Source: an optimization exercise on an open RTL-to-GDS flow (aim: small area and few clock cycles per item). Production flows keep margins and buffers that such runs may drop. In this exercise RTL edits were held to simulation tests only and were not proved equivalent to the original.

## flow/design.v (module list and top-level ports; edited modules follow where they fit)
// module brtm_front: 39 lines
// module brtm_sel: 22 lines
// module brtm_hi: 16 lines
// module brtm_igt: 15 lines
// module brtm_mul: 651 lines
// module brtm_qest: 458 lines
// module brtm_corr: 73 lines
// module brtm_add40: 163 lines
// module brtm_add38: 149 lines
// module brtm_msb20: 41 lines
// module brtm_sub32: 122 lines
// module brtm_sub13: 53 lines
// module brtm_add32c: 121 lines
// module brtm_inc32: 91 lines
// module brtm_fa: 10 lines
// module brtm_maj: 8 lines
// module brtm_aoi22: 9 lines
// module brtm_xnor2: 7 lines
// module brtm_majn: 8 lines
// module brtm_ha: 9 lines
// module brtm_decide: 38 lines
// module banded_temperature_motor_regulator_core: 213 lines
module banded_temperature_motor_regulator_core #(
  parameter int TEMP_WIDTH = 12,
  parameter int TIME_WIDTH = 32,
  localparam int IN_DW = ((TEMP_WIDTH + TIME_WIDTH + 7) / 8) * 8
) (
  input  logic                              clk,
  input  logic                              rst_n,
  input  logic                              in_tvalid,
  output logic                              in_tready,
  input  logic [IN_DW-1:0]                  in_tdata,
  output logic                              out_tvalid,
  input  logic                              out_tready,
  output logic [brtm_pkg::OUT_DW-1:0]       out_tdata,
  input  logic                              cfg_we,
  input  logic [brtm_pkg::CFG_IDX_W-1:0]    cfg_index,
  input  logic [brtm_pkg::CFG_DATA_W-1:0]   cfg_wdata
);
  // ...
==> flow/flow/run.sh <==
#!/bin/bash
# Layout flow: the standard flow (standard.sh, synthesis unchanged) with
# smaller port buffers, a clock tree without dummy loads and the logic gates
# put back to drive strength 1 before placement (flow/downsize.tcl). The make output
# goes to standard.log here; ORFS keeps each tool's log under orfs/logs.
export BUFFER_PORTS_ARGS="-buffer_cell sky130_fd_sc_hd__buf_1"
export CTS_ARGS="-sink_clustering_enable -repair_clock_nets -sink_clustering_size 14 -sink_clustering_max_diameter 120 -dont_use_dummy_load -buf_list sky130_fd_sc_hd__clkbuf_8"
export POST_FLOORPLAN_TCL="$PWD/flow/downsize.tcl"
bash standard.sh > standard.log 2>&1
==> flow/flow/downsize.tcl <==
# Before placement: logic gates that synthesis upsized (its timing target is
# far below the clock period) go back to drive strength 1; placement, repair
# and timing repair then size up again only what timing needs.
set db [ord::get_db]
set block [ord::get_db_block]
set n 0
foreach inst [$block getInsts] {
  set name [[$inst getMaster] getName]
  if {![regexp {^(sky130_fd_sc_hd__([a-z0-9]+))_([0-9]+)$} $name -> base cell size]} { continue }
  if {$size < 2} { continue }
  if {[regexp {^(df|edf|sdf|dl|clk|conb|tap|fill|decap|diode|probe|lpflow)} $cell]} { continue }
  set small [$db findMaster "${base}_1"]
  if {$small eq "NULL" || $small eq ""} { continue }
  $inst swapMaster $small
  incr n
}
puts "downsize: $n gates set to drive strength 1"
==> flow/standard.sh <==
#!/bin/bash
# synth_recipe.tcl (not shown) runs the flow's synth.tcl, then flattens the netlist and writes it again
# the make line also repeats each setting of config.mk as NAME=value (left out here)
make -C /OpenROAD-flow-scripts/flow DESIGN_CONFIG=/design/flow/config.mk WORK_HOME=/design/flow/orfs CLKGATE_MAP_FILE= SYNTH_SCRIPT=/design/flow/synth_recipe.tcl "${@:-finish}"
==> flow/config.mk <==
export PLATFORM = sky130hd
export DESIGN_NAME = banded_temperature_motor_regulator_core
export DESIGN_NICKNAME = banded_temperature_motor_regulator_core
export VERILOG_FILES = /design/flow/design.v
export SDC_FILE = /design/flow/constraint.sdc
export NUM_CORES = 4
export LEC_CHECK = 0
export CAP_MARGIN = 20
export CORE_MARGIN = 2
export CORE_UTILIZATION = 40
export CTS_CLUSTER_DIAMETER = 150
export CTS_CLUSTER_SIZE = 18
export PLACE_DENSITY = 0.6
export SLEW_MARGIN = 20
export SYNTH_HIERARCHICAL = 1
export SYNTH_MINIMUM_KEEP_SIZE = 0
==> flow/constraint.sdc <==
create_clock -name core_clock -period 9.0 [get_ports {clk}]
set_input_delay 1.8000 -clock core_clock [delete_from_list [all_inputs] [get_ports {clk}]]
set_output_delay 1.8000 -clock core_clock [all_outputs]
set_load 0.01 [all_outputs]
==> flow_summary_export.csv, run 1 <==
group,metric,value,unit
status,outcome,"timing/DRC/antenna clean",
global_route,use_met2,31.89,%
setup_path,reg2reg_to,"r1_p[39]$_DFFE_PP_",
sta,fin_ws,0.3721,ns
place,dp_hpwl,57.95,mm
cts,cts_buffers,25,
setup_path,cp_num_cells,25,
cells_and_area,largest_reg_flops,48,
place,dp_cells,4052,
cells_and_area,post_layout_nonfiller_instances,4081,
cts,cts_tree,"yes",
setup_path,crit_end,"out_tdata[72]",
cts,post-cts-setup-buffer-count,0,
sta,report.final.slew_viol_count,0,
cells_and_area,drive_gt1_share,3.475,%
global_route,top_usage_layer,"met2",
drt,vias,21370,
cells_and_area,clkbuf_count,25,
synth,syn_area_per_cell,10.73,um2
cts,cts_root_buffer,"clkbuf_8",
sta,clock_skew,0.1150,ns
setup_path,worstSetupStartpointType,"flop",
sta,holdWs,0.4585,ns
synth,synth_cells,2878,
run,maxCapViolations,0,
cells_and_area,top_regs,"total_r (48), r1_p (40)",
place,gp_congestion,0.8581,
setup_path,r2r_start,"r0_time[0]$_DFFE_PN_",
Testbench counts, summed over its fixed seeds: cycles 16,096, items 16,000.
==> inputs of run 2 (changes only) <==
--- a/flow/design.v
+++ b/flow/design.v
@@ -406,19 +406,19 @@
   brtm_xnor2 mx2_29 (.a(b2_ns29), .b(b2_neg), .y(b2_pp29));
   wire b2_pp30, b2_ns30;
   brtm_aoi22 ma2_30 (.a(b2_one), .b(e[30]), .c(b2_two), .d(e[29]), .y(b2_ns30));
   brtm_xnor2 mx2_30 (.a(b2_ns30), .b(b2_neg), .y(b2_pp30));
   wire b2_pp31, b2_ns31;
   brtm_aoi22 ma2_31 (.a(b2_one), .b(e[31]), .c(b2_two), .d(e[30]), .y(b2_ns31));
   brtm_xnor2 mx2_31 (.a(b2_ns31), .b(b2_neg), .y(b2_pp31));
   wire b2_pp32 = (b2_two & e[31]) ^ b2_neg;
-  wire b3_neg = c[7];
+  wire b3_neg = ~c[7];
   wire b3_one = c[6] ^ c[5];
-  wire b3_two = (c[7] & ~c[6] & ~c[5]) | (~c[7] & c[6] & c[5]);
+  wire b3_two = (~c[7] & ~c[6] & ~c[5]) | (~~c[7] & c[6] & c[5]);
   wire b3_pp0 = (b3_one & e[0]) ^ b3_neg;
   wire b3_pp1, b3_ns1;
   brtm_aoi22 ma3_1 (.a(b3_one), .b(e[1]), .c(b3_two), .d(e[0]), .y(b3_ns1));
   brtm_xnor2 mx3_1 (.a(b3_ns1), .b(b3_neg), .y(b3_pp1));
   wire b3_pp2, b3_ns2;
   brtm_aoi22 ma3_2 (.a(b3_one), .b(e[2]), .c(b3_two), .d(e[1]), .y(b3_ns2));
   brtm_xnor2 mx3_2 (.a(b3_ns2), .b(b3_neg), .y(b3_pp2));
   wire b3_pp3, b3_ns3;
@@ -504,52 +504,20 @@
   brtm_xnor2 mx3_29 (.a(b3_ns29), .b(b3_neg), .y(b3_pp29));
   wire b3_pp30, b3_ns30;
   brtm_aoi22 ma3_30 (.a(b3_one), .b(e[30]), .c(b3_two), .d(e[29]), .y(b3_ns30));
   brtm_xnor2 mx3_30 (.a(b3_ns30), .b(b3_neg), .y(b3_pp30));
   wire b3_pp31, b3_ns31;
   brtm_aoi22 ma3_31 (.a(b3_one), .b(e[31]), .c(b3_two), .d(e[30]), .y(b3_ns31));
   brtm_xnor2 mx3_31 (.a(b3_ns31), .b(b3_neg), .y(b3_pp31));
   wire b3_pp32 = (b3_two & e[31]) ^ b3_neg;
-  wire b4_pp0 = e[0] & c[7];
-  wire b4_pp1 = e[1] & c[7];
-  wire b4_pp2 = e[2] & c[7];
-  wire b4_pp3 = e[3] & c[7];
-  wire b4_pp4 = e[4] & c[7];
-  wire b4_pp5 = e[5] & c[7];
-  wire b4_pp6 = e[6] & c[7];
-  wire b4_pp7 = e[7] & c[7];
-  wire b4_pp8 = e[8] & c[7];
-  wire b4_pp9 = e[9] & c[7];
-  wire b4_pp10 = e[10] & c[7];
-  wire b4_pp11 = e[11] & c[7];
-  wire b4_pp12 = e[12] & c[7];
-  wire b4_pp13 = e[13] & c[7];
-  wire b4_pp14 = e[14] & c[7];
-  wire b4_pp15 = e[15] & c[7];
-  wire b4_pp16 = e[16] & c[7];
-  wire b4_pp17 = e[17] & c[7];
-  wire b4_pp18 = e[18] & c[7];
-  wire b4_pp19 = e[19] & c[7];
-  wire b4_pp20 = e[20] & c[7];
-  wire b4_pp21 = e[21] & c[7];
-  wire b4_pp22 = e[22] & c[7];
-  wire b4_pp23 = e[23] & c[7];
-  wire b4_pp24 = e[24] & c[7];
-  wire b4_pp25 = e[25] & c[7];
-  wire b4_pp26 = e[26] & c[7];
-  wire b4_pp27 = e[27] & c[7];
-  wire b4_pp28 = e[28] & c[7];
-  wire b4_pp29 = e[29] & c[7];
-  wire b4_pp30 = e[30] & c[7];
-  wire b4_pp31 = e[31] & c[7];
   wire mt_w1, mt_w2;
   brtm_ha mt_a3 (.a(b0_pp6), .b(b1_pp4), .s(mt_w1), .co(mt_w2));
   wire mt_w4, mt_w5;
-  brtm_ha mt_a6 (.a(b0_pp7), .b(b1_pp5), .s(mt_w4), .co(mt_w5));
+  brtm_fa mt_a6 (.a(b0_pp7), .b(b1_pp5), .c(b2_pp3), .s(mt_w4), .co(mt_w5));
   wire mt_w7, mt_w8;
   brtm_fa mt_a9 (.a(b0_pp8), .b(b1_pp6), .c(b2_pp4), .s(mt_w7), .co(mt_w8));
   wire mt_w10, mt_w11;
   brtm_fa mt_a12 (.a(b0_pp9), .b(b1_pp7), .c(b2_pp5), .s(mt_w10), .co(mt_w11));
   wire mt_w13, mt_w14;
   brtm_fa mt_a15 (.a(b0_pp10), .b(b1_pp8), .c(b2_pp6), .s(mt_w13), .co(mt_w14));
   wire mt_w16, mt_w17;
   brtm_fa mt_a18 (.a(b0_pp11), .b(b1_pp9), .c(b2_pp7), .s(mt_w16), .co(mt_w17));
@@ -593,98 +561,98 @@
   brtm_fa mt_a75 (.a(b0_pp30), .b(b1_pp28), .c(b2_pp26), .s(mt_w73), .co(mt_w74));
   wire mt_w76, mt_w77;
   brtm_fa mt_a78 (.a(b0_pp31), .b(b1_pp29), .c(b2_pp27), .s(mt_w76), .co(mt_w77));
   wire mt_w79, mt_w80;
   brtm_fa mt_a81 (.a(b0_pp32), .b(b1_pp30), .c(b2_pp28), .s(mt_w79), .co(mt_w80));
   wire mt_w82, mt_w83;
   brtm_fa mt_a84 (.a(~b0_neg), .b(b1_pp31), .c(b2_pp29), .s(mt_w82), .co(mt_w83));
   wire mt_w85, mt_w86;
-  brtm_ha mt_a87 (.a(b3_pp27), .b(b4_pp25), .s(mt_w85), .co(mt_w86));
+  brtm_ha mt_a87 (.a(b3_pp27), .b(e[26]), .s(mt_w85), .co(mt_w86));
   wire mt_w88, mt_w89;
   brtm_fa mt_a90 (.a(b1_pp32), .b(b2_pp30), .c(b3_pp28), .s(mt_w88), .co(mt_w89));
   wire mt_w91, mt_w92;
-  assign mt_w91 = ~(b4_pp26);
-  assign mt_w92 = b4_pp26;
+  assign mt_w91 = ~(e[27]);
+  assign mt_w92 = e[27];
   wire mt_w93, mt_w94;
   brtm_fa mt_a95 (.a(~b1_neg), .b(b2_pp31), .c(b3_pp29), .s(mt_w93), .co(mt_w94));
   wire mt_w96, mt_w97;
   brtm_ha mt_a98 (.a(b2_pp32), .b(b3_pp30), .s(mt_w96), .co(mt_w97));
   wire mt_w99, mt_w100;
   brtm_ha mt_a101 (.a(b0_pp4), .b(b1_pp2), .s(mt_w99), .co(mt_w100));
   wire mt_w102, mt_w103;
   brtm_ha mt_a104 (.a(b0_pp5), .b(b1_pp3), .s(mt_w102), .co(mt_w103));
   wire mt_w105, mt_w106;
   brtm_fa mt_a107 (.a(mt_w1), .b(b2_pp2), .c(b3_pp0), .s(mt_w105), .co(mt_w106));
   wire mt_w108, mt_w109;
-  brtm_fa mt_a110 (.a(mt_w4), .b(b2_pp3), .c(b3_pp1), .s(mt_w108), .co(mt_w109));
+  brtm_fa mt_a110 (.a(mt_w4), .b(b3_pp1), .c(e[0]), .s(mt_w108), .co(mt_w109));
   wire mt_w111, mt_w112;
-  brtm_fa mt_a113 (.a(mt_w7), .b(b3_pp2), .c(b4_pp0), .s(mt_w111), .co(mt_w112));
+  brtm_fa mt_a113 (.a(mt_w7), .b(b3_pp2), .c(e[1]), .s(mt_w111), .co(mt_w112));
   wire mt_w114, mt_w115;
-  brtm_fa mt_a116 (.a(mt_w10), .b(b3_pp3), .c(b4_pp1), .s(mt_w114), .co(mt_w115));
+  brtm_fa mt_a116 (.a(mt_w10), .b(b3_pp3), .c(e[2]), .s(mt_w114), .co(mt_w115));
   wire mt_w117, mt_w118;
-  brtm_fa mt_a119 (.a(mt_w13), .b(b3_pp4), .c(b4_pp2), .s(mt_w117), .co(mt_w118));
+  brtm_fa mt_a119 (.a(mt_w13), .b(b3_pp4), .c(e[3]), .s(mt_w117), .co(mt_w118));
   wire mt_w120, mt_w121;
-  brtm_fa mt_a122 (.a(mt_w16), .b(b3_pp5), .c(b4_pp3), .s(mt_w120), .co(mt_w121));
+  brtm_fa mt_a122 (.a(mt_w16), .b(b3_pp5), .c(e[4]), .s(mt_w120), .co(mt_w121));
   wire mt_w123, mt_w124;
-  brtm_fa mt_a125 (.a(mt_w19), .b(b3_pp6), .c(b4_pp4), .s(mt_w123), .co(mt_w124));
+  brtm_fa mt_a125 (.a(mt_w19), .b(b3_pp6), .c(e[5]), .s(mt_w123), .co(mt_w124));
   wire mt_w126, mt_w127;
-  brtm_fa mt_a128 (.a(mt_w22), .b(b3_pp7), .c(b4_pp5), .s(mt_w126), .co(mt_w127));
+  brtm_fa mt_a128 (.a(mt_w22), .b(b3_pp7), .c(e[6]), .s(mt_w126), .co(mt_w127));
   wire mt_w129, mt_w130;
-  brtm_fa mt_a131 (.a(mt_w25), .b(b3_pp8), .c(b4_pp6), .s(mt_w129), .co(mt_w130));
+  brtm_fa mt_a131 (.a(mt_w25), .b(b3_pp8), .c(e[7]), .s(mt_w129), .co(mt_w130));
   wire mt_w132, mt_w133;
-  brtm_fa mt_a134 (.a(mt_w28), .b(b3_pp9), .c(b4_pp7), .s(mt_w132), .co(mt_w133));
+  brtm_fa mt_a134 (.a(mt_w28), .b(b3_pp9), .c(e[8]), .s(mt_w132), .co(mt_w133));
   wire mt_w135, mt_w136;
-  brtm_fa mt_a137 (.a(mt_w31), .b(b3_pp10), .c(b4_pp8), .s(mt_w135), .co(mt_w136));
+  brtm_fa mt_a137 (.a(mt_w31), .b(b3_pp10), .c(e[9]), .s(mt_w135), .co(mt_w136));
   wire mt_w138, mt_w139;
-  brtm_fa mt_a140 (.a(mt_w34), .b(b3_pp11), .c(b4_pp9), .s(mt_w138), .co(mt_w139));
+  brtm_fa mt_a140 (.a(mt_w34), .b(b3_pp11), .c(e[10]), .s(mt_w138), .co(mt_w139));
   wire mt_w141, mt_w142;
-  brtm_fa mt_a143 (.a(mt_w37), .b(b3_pp12), .c(b4_pp10), .s(mt_w141), .co(mt_w142));
+  brtm_fa mt_a143 (.a(mt_w37), .b(b3_pp12), .c(e[11]), .s(mt_w141), .co(mt_w142));
   wire mt_w144, mt_w145;
-  brtm_fa mt_a146 (.a(mt_w40), .b(b3_pp13), .c(b4_pp11), .s(mt_w144), .co(mt_w145));
+  brtm_fa mt_a146 (.a(mt_w40), .b(b3_pp13), .c(e[12]), .s(mt_w144), .co(mt_w145));
   wire mt_w147, mt_w148;
-  brtm_fa mt_a149 (.a(mt_w43), .b(b3_pp14), .c(b4_pp12), .s(mt_w147), .co(mt_w148));
+  brtm_fa mt_a149 (.a(mt_w43), .b(b3_pp14), .c(e[13]), .s(mt_w147), .co(mt_w148));
   wire mt_w150, mt_w151;
-  brtm_fa mt_a152 (.a(mt_w46), .b(b3_pp15), .c(b4_pp13), .s(mt_w150), .co(mt_w151));
+  brtm_fa mt_a152 (.a(mt_w46), .b(b3_pp15), .c(e[14]), .s(mt_w150), .co(mt_w151));
   wire mt_w153, mt_w154;
-  brtm_fa mt_a155 (.a(mt_w49), .b(b3_pp16), .c(b4_pp14), .s(mt_w153), .co(mt_w154));
+  brtm_fa mt_a155 (.a(mt_w49), .b(b3_pp16), .c(e[15]), .s(mt_w153), .co(mt_w154));
   wire mt_w156, mt_w157;
-  brtm_fa mt_a158 (.a(mt_w52), .b(b3_pp17), .c(b4_pp15), .s(mt_w156), .co(mt_w157));
+  brtm_fa mt_a158 (.a(mt_w52), .b(b3_pp17), .c(e[16]), .s(mt_w156), .co(mt_w157));
   wire mt_w159, mt_w160;
-  brtm_fa mt_a161 (.a(mt_w55), .b(b3_pp18), .c(b4_pp16), .s(mt_w159), .co(mt_w160));
+  brtm_fa mt_a161 (.a(mt_w55), .b(b3_pp18), .c(e[17]), .s(mt_w159), .co(mt_w160));
   wire mt_w162, mt_w163;
-  brtm_fa mt_a164 (.a(mt_w58), .b(b3_pp19), .c(b4_pp17), .s(mt_w162), .co(mt_w163));
+  brtm_fa mt_a164 (.a(mt_w58), .b(b3_pp19), .c(e[18]), .s(mt_w162), .co(mt_w163));
   wire mt_w165, mt_w166;
-  brtm_fa mt_a167 (.a(mt_w61), .b(b3_pp20), .c(b4_pp18), .s(mt_w165), .co(mt_w166));
+  brtm_fa mt_a167 (.a(mt_w61), .b(b3_pp20), .c(e[19]), .s(mt_w165), .co(mt_w166));
   wire mt_w168, mt_w169;
-  brtm_fa mt_a170 (.a(mt_w64), .b(b3_pp21), .c(b4_pp19), .s(mt_w168), .co(mt_w169));
+  brtm_fa mt_a170 (.a(mt_w64), .b(b3_pp21), .c(e[20]), .s(mt_w168), .co(mt_w169));
   wire mt_w171, mt_w172;
-  brtm_fa mt_a173 (.a(mt_w67), .b(b3_pp22), .c(b4_pp20), .s(mt_w171), .co(mt_w172));
+  brtm_fa mt_a173 (.a(mt_w67), .b(b3_pp22), .c(e[21]), .s(mt_w171), .co(mt_w172));
   wire mt_w174, mt_w175;
-  brtm_fa mt_a176 (.a(mt_w70), .b(b3_pp23), .c(b4_pp21), .s(mt_w174), .co(mt_w175));
+  brtm_fa mt_a176 (.a(mt_w70), .b(b3_pp23), .c(e[22]), .s(mt_w174), .co(mt_w175));
   wire mt_w177, mt_w178;
-  brtm_fa mt_a179 (.a(mt_w73), .b(b3_pp24), .c(b4_pp22), .s(mt_w177), .co(mt_w178));
+  brtm_fa mt_a179 (.a(mt_w73), .b(b3_pp24), .c(e[23]), .s(mt_w177), .co(mt_w178));
   wire mt_w180, mt_w181;
-  brtm_fa mt_a182 (.a(mt_w76), .b(b3_pp25), .c(b4_pp23), .s(mt_w180), .co(mt_w181));
+  brtm_fa mt_a182 (.a(mt_w76), .b(b3_pp25), .c(e[24]), .s(mt_w180), .co(mt_w181));
   wire mt_w183, mt_w184;
-  brtm_fa mt_a185 (.a(mt_w79), .b(b3_pp26), .c(b4_pp24), .s(mt_w183), .co(mt_w184));
+  brtm_fa mt_a185 (.a(mt_w79), .b(b3_pp26), .c(e[25]), .s(mt_w183), .co(mt_w184));
   wire mt_w186, mt_w187;
   assign mt_w186 = ~(mt_w82 ^ mt_w85);
   assign mt_w187 = mt_w82 | mt_w85;
   wire mt_w188, mt_w189;
   brtm_fa mt_a190 (.a(mt_w88), .b(mt_w91), .c(mt_w83), .s(mt_w188), .co(mt_w189));
   wire mt_w191, mt_w192;
-  brtm_fa mt_a193 (.a(mt_w93), .b(b4_pp27), .c(mt_w89), .s(mt_w191), .co(mt_w192));
+  brtm_fa mt_a193 (.a(mt_w93), .b(e[28]), .c(mt_w89), .s(mt_w191), .co(mt_w192));
   wire mt_w194, mt_w195;
-  assign mt_w194 = ~(mt_w96 ^ b4_pp28);
-  assign mt_w195 = mt_w96 | b4_pp28;
+  assign mt_w194 = ~(mt_w96 ^ e[29]);
+  assign mt_w195 = mt_w96 | e[29];
   wire mt_w196, mt_w197;
-  brtm_fa mt_a198 (.a(~b2_neg), .b(b3_pp31), .c(b4_pp29), .s(mt_w196), .co(mt_w197));
+  brtm_fa mt_a198 (.a(~b2_neg), .b(b3_pp31), .c(e[30]), .s(mt_w196), .co(mt_w197));
   wire mt_w199, mt_w200;
-  brtm_ha mt_a201 (.a(b3_pp32), .b(b4_pp30), .s(mt_w199), .co(mt_w200));
+  brtm_ha mt_a201 (.a(b3_pp32), .b(e[31]), .s(mt_w199), .co(mt_w200));
   wire mt_w202, mt_w203;
   brtm_ha mt_a204 (.a(b0_pp2), .b(b1_pp0), .s(mt_w202), .co(mt_w203));
   wire mt_w205, mt_w206;
   brtm_ha mt_a207 (.a(b0_pp3), .b(b1_pp1), .s(mt_w205), .co(mt_w206));
   wire mt_w208, mt_w209;
   brtm_fa mt_a210 (.a(mt_w99), .b(b2_pp0), .c(b2_neg), .s(mt_w208), .co(mt_w209));
   wire mt_w211, mt_w212;
   brtm_fa mt_a213 (.a(mt_w102), .b(b2_pp1), .c(mt_w100), .s(mt_w211), .co(mt_w212));
@@ -751,17 +719,17 @@
   wire mt_w304, mt_w305;
   brtm_fa mt_a306 (.a(mt_w194), .b(mt_w94), .c(mt_w192), .s(mt_w304), .co(mt_w305));
   wire mt_w307, mt_w308;
   brtm_fa mt_a309 (.a(mt_w196), .b(mt_w97), .c(mt_w195), .s(mt_w307), .co(mt_w308));
   wire mt_w310, mt_w311;
   assign mt_w310 = ~(mt_w199 ^ mt_w197);
   assign mt_w311 = mt_w199 | mt_w197;
   wire mt_w312, mt_w313;
-  brtm_fa mt_a314 (.a(~b3_neg), .b(b4_pp31), .c(mt_w200), .s(mt_w312), .co(mt_w313));
+  brtm_ha mt_a314 (.a(~b3_neg), .b(mt_w200), .s(mt_w312), .co(mt_w313));
   wire [39:0] ra = {mt_w312, mt_w310, mt_w307, mt_w304, mt_w301, mt_w298, mt_w295, mt_w292, mt_w289, mt_w286, mt_w283, mt_w280, mt_w277, mt_w274, mt_w271, mt_w268, mt_w265, mt_w262, mt_w259, mt_w256, mt_w253, mt_w250, mt_w247, mt_w244, mt_w241, mt_w238, mt_w235, mt_w232, mt_w229, mt_w226, mt_w223, mt_w220, mt_w217, mt_w214, mt_w211, mt_w208, mt_w205, mt_w202, b0_pp1, b0_pp0};
   wire [39:0] rb = {mt_w311, mt_w308, mt_w305, mt_w302, mt_w299, mt_w296, mt_w293, mt_w290, mt_w287, mt_w284, mt_w281, mt_w278, mt_w275, mt_w272, mt_w269, mt_w266, mt_w263, mt_w260, mt_w257, mt_w254, mt_w251, mt_w248, mt_w245, mt_w242, mt_w239, mt_w236, mt_w233, mt_w230, mt_w227, mt_w224, mt_w221, mt_w218, mt_w215, mt_w212, mt_w209, mt_w206, mt_w203, b1_neg, 1'b0, b0_neg};
   wire [40:0] sm;
   brtm_add40 u_add (.a(ra), .b(rb), .s(sm));
   assign p = sm[39:0];
 endmodule
 module brtm_qest (
   input  wire [39:0] p,
==> flow_summary_export.csv, run 2 <==
group,metric,value,unit
status,outcome,"timing/DRC/antenna clean",
run,maxCapViolations,0,
cells_and_area,final_cell_mix,"fa_1 (403), nand2_1 (337), inv_1 (302)",
setup_path,r2r_slack,0.50,ns
sta,fin_ws,0.3974,ns
sta,max_freq,0.1162,GHz
cts,htree_levels,1,
sta,fin_crit,8.603,ns
setup_path,critPathKind,"flop to output pin",
cells_and_area,multi_input_area,21030,um2
global_route,grt_pass1_wl,120.6,mm
cts,ctsHoldBuffers,0,
place,dp_hpwl,57.89,mm
hold_path,min_to,"last_r[18]$_SDFFE_PN0P_",
setup_path,reg2reg_depth,25,
sta,setup_tns,0,ns
floorplan,die_w,281.0,um
floorplan,die_area,78960,um2
setup_path,cp.arrival,6.80,ns
global_route,antenna_found_initial,1,
synth,syn_area,30690,um2
floorplan,core,75950,um2
setup_path,crit_slowest_cell,"fa_1",
sta,finalSetupViolCount,0,
floorplan,die_y,281.0,um
setup_path,path_delay_family,"adder cells",
cells_and_area,layout_commonest_cell,"fa_1",
place,gp_congestion,0.8999,
sta,holdWs,0.4597,ns
hold_path,holdPathStages,2,
cells_and_area,area.growth.synth_to_final,4.048,%
setup_path,reg2reg_to,"r1_p[39]$_DFFE_PP_",
drt,wl_per_cell,18.53,um
hold_path,hp-start,"last_r[18]$_SDFFE_PN0P_",
global_route,grt_usage,19.33,%
drt,drc_errors,0,
global_route,grt_max_degree,68,
cts,clk-insertion-delay-late,0.67,ns
global_route,gr-total-overflow,0,
cts,cts_tree,"yes",
cells_and_area,post_layout_nonfiller_instances,4056,
cts,clkTransAtPathRegs,0.09,ns
setup_path,path_buf_inv,4,
synth,syn_area_per_cell,10.77,um2
cts,clock_sinks,289,
sta,slew_headroom,25.14,%
sta,clock_skew,0.08529,ns
floorplan,ios,178,
cells_and_area,largest_reg_flops,48,
setup_path,worstPathMaxFanout,5,
drt,first_iter_violations,1469,
cells_and_area,fillers,7466,
sta,finalHoldViolations,0,
setup_path,r2r_start,"r0_time[0]$_DFFE_PN_",
setup_path,max_stage_delay,0.55,ns
drt,drt-total-wl,75.16,mm
synth,synth_cells,2851,
global_route,grt_pass1_vias,21360,
floorplan,start_util,40.41,%
cts,cts.path.max_buffers,3,
sta,worst_slew_pin_slew,1.119,ns
setup_path,cp-end-kind,"output pin",
drt,vias,21083,
sta,report.final.slew_viol_count,0,
drt,firstDrtPassIters,5,
floorplan,rows,101,
drt,ant_nets,0,
setup_path,crit_chain,"fa_1 -> fa_1 -> fa_1 -> ha_1 -> a21oi_1 -> o21ai_1 -> nor4_1 -> a31oi_1 -> xnor2_1 -> inv_1 -> and2_1 -> inv_1 -> fa_1 -> inv_1 -> fa_1 -> a211oi_2 -> o211ai_1 -> and3_2 -> or2_1 -> o21a_1 -> fa_1 -> xor2_1 -> nand2b_1 -> buf_1",
cts,cts_root_buffer,"clkbuf_8",
cts,cts_buffers,25,
cells_and_area,top_register,"total_r",
setup_path,required,7.20,ns
cells_and_area,top_regs,"total_r (48), r1_p (40)",
drt,viasPerCell,5.198,
place,io_buffers,166,
place,dp_cells,4022,
hold_path,hold_class,"flop to flop",
synth,ys.warnings.count,7,
place,place_ws,-0.07226,ns
sta,fin_crit_sh,95.58,%
setup_path,worstSetupStartpointType,"flop",
cells_and_area,drive_gt1_share,3.537,%
sta,rsz0062_at_grt,"no",
cells_and_area,nNetsFinal,3727,
cells_and_area,final-seq-area,7053,um2
setup_path,cp_common_cell,"fa_1",
[run 2: per-layer routing]
| metal | global-route usage (%) | wire (um) | up-vias |
|---|---|---|---|
| li1 | - | - | 10037 |
| met2 | 31.50 | 34750 | 576 |
| met3 | 2.777 | 4059 | 101 |
| met1 | 26.75 | 34250 | 10369 |
| met5 | 0 | 0 | - |
| met4 | 5.402 | 2101 | 0 |
[run 2: per-stage QoR]
| stage | area (um2) | util (%) |
|---|---|---|
| after global routing | 31940 | 42.05 |
| final | 31940 | 42.05 |
| after detailed placement | 31520 | 41.50 |
| after global placement | 31520 | 41.50 |
| after floorplan | 30750 | - |
| after CTS | 31860 | 41.95 |
[run 2: worst max-delay path by stage]
stage                                from                   end  slack [ns]  depth (start not counted)
finish                r2_plo[2]$_DFFE_PP_         out_tdata[70]        0.40                         24
global route           r2_q[16]$_DFFE_PP_         out_tdata[72]       0.006                         25
CTS                    r2_q[13]$_DFFE_PP_         out_tdata[83]        0.10                         24
detailed placement            in_tdata[0]  r0_code[0]$_DFFE_PN_       -0.07                         25
global placement              in_tdata[0]  r0_code[0]$_DFFE_PN_       -0.09                         25
floorplan           cur_r[3]$_SDFFE_PN0P_    r1_p[39]$_DFFE_PP_        0.13                         18
[run 2: what timing repair did]
item | 4_1_cts | 5_1_grt
setup endpoints to repair | 0 | 46
resized for setup | 0 | 7
buffers inserted | 0 | 8
[run 2: layout make-up]
class / count / share of cell area [%]
tap: 1030 / 4.035
sequential: 289 / 22.09
inverter: 308 / 3.620
multi-input combinational: 2179 / 65.85
clock buffer: 25 / 1.077
antenna: 1 / 0.007836
timing repair buffer: 224 / 3.326
[run 2: tightest hold or removal path, stage by stage, from the launching register on]
cell	delay, ns
dfxtp_1	0.32
nand2_1	0.05
mux2i_1	0.05
Testbench counts of run 2, summed over its fixed seeds: cycles 16,096, items 16,000.

afterwards: timing with drivers on the ports:
The flow's constraints put no driver on any port. The routed layouts listed below were extracted and timed again, unchanged, in two steps.
Step 1 sets driving cells, clkbuf_16 on the clock port and buf_2 on the other inputs (assumed; they add their load-dependent delay and slew).
Step 2 moves the port delays by t, midway between the first and last clock arrival at a register: inputs arrive t later, outputs are due t later. That takes back most of the time a late clock gives input paths.
Slacks: ideal / step 1 / step 2; pairs: ideal / step 1.
| run | shift t [ns] | setup slack, ns | hold WS [ns] | worst data-port slew with drivers (ns) | cell pins on the clock port's net |
|---|---|---|---|---|---|
| run 1 | 0.666 | 0.372 / 0.313 / -0.088 | 0.459 / 0.459 / 0.459 | 0.04 | 1 |
| run 2 | 0.687 | 0.397 / 0.338 / -0.185 | 0.460 / 0.460 / 0.460 | 0.04 | 1 |
With both steps, setup timing fails in run 1 and run 2, where it was met with ideal ports. For run 2, which loses most, drivers alone change the setup slack by -0.059 ns; drivers and shift together by -0.582 ns.
